Context: an optimization exercise on an open-source flow, tuned for small area, a short achievable clock period and few clock cycles per item. The choices shown serve that exercise and are no tape-out recipe.

==> inputs of try-nickel <==
==> flow/design.v (excerpt) <==
module exec_cluster (
  input  logic        clk,
  input  logic        rst_n,
  input  logic        in_valid,
  input  logic [6:0]  in_funct7,
  input  logic [2:0]  in_funct3,
  input  logic [31:0] in_a,
  input  logic [31:0] in_b,
  output logic        in_credit,
  input  logic        out_credit,
  output logic        out_valid,
  output logic [3:0]  out_tag,
  output logic [31:0] out_value
);
export LEC_CHECK = 0
export ABC_AREA = 1
export CAP_MARGIN = 20
export CORE_MARGIN = 2
export CORE_UTILIZATION = 40
export PLACE_DENSITY = 0.6
export SETUP_SLACK_MARGIN = 3.5
export SLEW_MARGIN = 20
create_clock -name core_clock -period 8.0 [get_ports {clk}]
run.sh (not shown) runs the stock make flow with config.mk's settings and CLKGATE_MAP_FILE= SYNTH_SCRIPT=/design/flow/synth_recipe.tcl, a recipe that flattens the netlist after the stock synthesis.
==> inputs of try-pepper, as changes to try-nickel <==
--- a/flow/design.v
+++ b/flow/design.v
@@ -75,14 +75,16 @@
   output logic [31:0] m5
 );
   localparam logic [2:0] S_IDLE = 3'd0, S_NEG = 3'd1, S_DPREP = 3'd2, S_STEP = 3'd3,
                          S_NEGR = 3'd4, S_FIX = 3'd5;
   logic [2:0]  state, state_n;
   logic [2:0]  op_q;
   logic        neg_q;     
+  logic        aneg_q;
+  logic        bneg_q;
   logic [5:0]  msel;      
   logic [4:0]  cnt;
   logic [5:0]  bsel;      
   logic [32:0] X;         
   logic [35:0] L;         
   logic [32:0] Z;         
   function automatic logic [5:0] blen(input logic [31:0] w);
@@ -93,15 +95,15 @@
     booth2[5] = w[1] ^ w[0];
     booth2[4] = (w[2] & ~w[1] & ~w[0]) | (~w[2] & w[1] & w[0]);
     booth2[3] = w[2] & ~(w[1] & w[0]);
     booth2[2] = w[3] ^ w[2];
     booth2[1] = (w[4] & ~w[3] & ~w[2]) | (~w[4] & w[3] & w[2]);
     booth2[0] = w[4] & ~(w[3] & w[2]);
   endfunction
-  localparam logic [5:0] DIV_SEL = 6'b100000;
+  localparam logic [5:0] DIV_SEL = 6'b101000;
   logic        ld_mul;
   logic        a_sgn, b_sgn, ea, eb;
   logic        a4, a20, b4, b20;
   logic [1:0]  ca, cb, cm;
   logic        swap;
   logic        ld_hi;
   logic [32:0] mult, mcand;
@@ -126,22 +128,23 @@
     msel_ld = 6'd0;
     if (!ld_mul)            msel_ld[ld_op[1] ? 5 : 0] = 1'b1;
     else if (cm == 2'd0)    msel_ld[ld_hi ? 4 : 2] = 1'b1;
     else if (cm == 2'd1)    msel_ld[ld_hi ? 3 : 1] = 1'b1;
     else                    msel_ld[ld_hi ? 2 : 0] = 1'b1;
   end
   logic [31:0] nsrc;
-  logic [31:0] nx;
+  logic [31:0] nx, nz;
   assign nsrc = (state == S_NEGR && !op_q[1]) ? L[31:0] : X[31:0];
   assign nx   = ~nsrc + 32'd1;
+  assign nz   = ~Z[31:0] + 32'd1;
   logic [5:0]  bx, bz;
   logic [5:0]  sdiff;
   logic        zdiv, qzero;
   assign bx    = blen(X[31:0]);
-  assign bz    = blen(Z[32] ? {~Z[31:1], 1'b1} : Z[31:0]);
+  assign bz    = blen(Z[31:0]);
   assign sdiff = bx - bz;
   assign zdiv  = (Z[31:0] == 32'd0);
   assign qzero = (bx < bz);
   logic        is_mul_q;
   logic        one0, two0, neg0, one1, two1, neg1;
   logic [36:0] zs, bm0, bm1, r0, r1, ca_in, cb_in, cc_in, cs, cy;
   logic [37:0] s2;
@@ -165,15 +168,15 @@
   assign m0 = L[31:0];                        
   assign m1 = {X[11:0], L[35:16]};            
   assign m2 = {X[27:0], L[35:32]};            
   assign m3 = {{11{X[32]}}, X[32:12]};        
   assign m4 = {{27{X[32]}}, X[32:28]};        
   assign m5 = X[31:0];                        
   logic [2:0] ld_state;
-  assign ld_state = ld_mul ? S_STEP : (ea ? S_NEG : S_DPREP);
+  assign ld_state = ld_mul ? S_STEP : ((ea | eb) ? S_NEG : S_DPREP);
   assign free     = (state == S_IDLE) || (state == S_FIX && ack);
   always_comb begin
     case (state)
       S_NEG:   state_n = S_DPREP;
       S_DPREP: state_n = (zdiv || qzero) ? (neg_q ? S_NEGR : S_FIX) : S_STEP;
       S_STEP:  state_n = (cnt != 5'd0) ? S_STEP : ((!is_mul_q && neg_q) ? S_NEGR : S_FIX);
       S_NEGR:  state_n = S_FIX;
@@ -187,21 +190,22 @@
   assign msel_n = (free && start) ? msel_ld : msel;
   always_ff @(posedge clk) begin
     state <= state_n;
   end
   always_ff @(posedge clk) begin
     case (state)
       S_NEG: begin
-        X[31:0] <= nx;
+        if (aneg_q) X[31:0] <= nx;
+        if (bneg_q) Z[31:0] <= nz;
       end
       S_DPREP: begin
         if (zdiv) begin
           L[31:0] <= 32'hffff_ffff;
         end else if (!qzero) begin
-          Z       <= Z << sdiff[4:0];
+          Z[31:0] <= Z[31:0] << sdiff[4:0];
           cnt     <= sdiff[4:0];
         end
       end
       S_NEGR: begin
         if (op_q[1]) X[31:0] <= nx;
         else         L[31:0] <= nx;
       end
@@ -210,15 +214,15 @@
         if (is_mul_q) begin
           X    <= sum[36:4];
           L    <= {sum[3:0], L[35:4]};
           bsel <= booth2(L[7:3]);
         end else begin
           if (ge) X <= {1'b0, sum[31:0]};
           L <= {L[34:0], ge};
-          Z <= {Z[32], Z[32:1]};
+          Z <= {1'b0, Z[32:1]};
         end
       end
       default: begin
         if (free && start) begin
           op_q   <= ld_op;
           slot_q <= ld_slot;
           msel   <= msel_ld;
@@ -227,16 +231,18 @@
             L    <= {{3{mult[32]}}, mult};
             Z    <= mcand;
             bsel <= booth2({mult[3:0], 1'b0});
             cnt  <= (cm == 2'd0) ? 5'd0 : ((cm == 2'd1) ? 5'd4 : 5'd8);
           end else begin
             X      <= {1'b0, ld_a};
             L      <= 36'd0;
-            Z      <= {eb, ld_b};
-            bsel   <= DIV_SEL | {2'b00, ~eb, 3'b000};
+            Z      <= {1'b0, ld_b};
+            bsel   <= DIV_SEL;
+            aneg_q <= ea;
+            bneg_q <= eb;
             neg_q  <= ld_op[1] ? ea : ((ea ^ eb) && (ld_b != 32'd0));
           end
         end
       end
     endcase
   end
 endmodule
ABC_AREA = unset   (was 1)
SETUP_SLACK_MARGIN = 2   (was 3.5)
==> results.txt <==
| item | try-nickel | try-pepper |
|---|---|---|
| Final core utilization | 51.0% | 44.5% |
| Starting density of the core | 40.2% | 40.2% |
| Status | complete, no violations | complete, no violations |
| Worst clock skew | 0.0435 ns | 0.0330 ns |
| Share of cell area taken by multi-input logic gates | 47.6% | 53.2% |
| WP data arrival | 5.39 ns | 6.29 ns |
| Count of clock tree sinks | 505 | 507 |
| Part of the Yosys area used for sequential elements | 38.3% | 36.4% |
| Number of cells upsized or downsized after cts | 441 | 0 |
| CP endpoint | u_md.Z[31]$_DFFE_PP_ | osel[1]$_SDFF_PN0_ |
| Number of enable-type register cells in the synthesized netlist | 392 | 394 |
| Crit path setup slack, layout | 3.00 ns | 2.23 ns |
| Number of antenna violations at the first check in global routing | 10 | 5 |
No functional check of the RTL was part of any run of this note.

==> separate check: timing with driven ports <==
The flow's constraints put no driver on any port. The routed layouts listed below were extracted and timed again, unchanged, in two steps.
Step 1 sets driving cells, clkbuf_16 on the clock port and buf_2 on the other inputs (assumed; they add their load-dependent delay and slew).
Step 2 also shifts input and output timing later by t, the mid clock arrival at the registers, as if the neighbouring blocks saw the same clock.
a / b / c = no drivers / after step 1 / after step 2; a / b = the first two.
run	t (ns)	setup slack, ns	hold WS [ns]	pins driven straight from the clock port
try-nickel	0.713	3.003 / 3.003 / 3.003	0.480 / 0.480 / 0.480	1
try-pepper	0.698	2.227 / 2.227 / 2.227	0.509 / 0.509 / 0.509	1
After both steps every run listed still meets setup and hold.
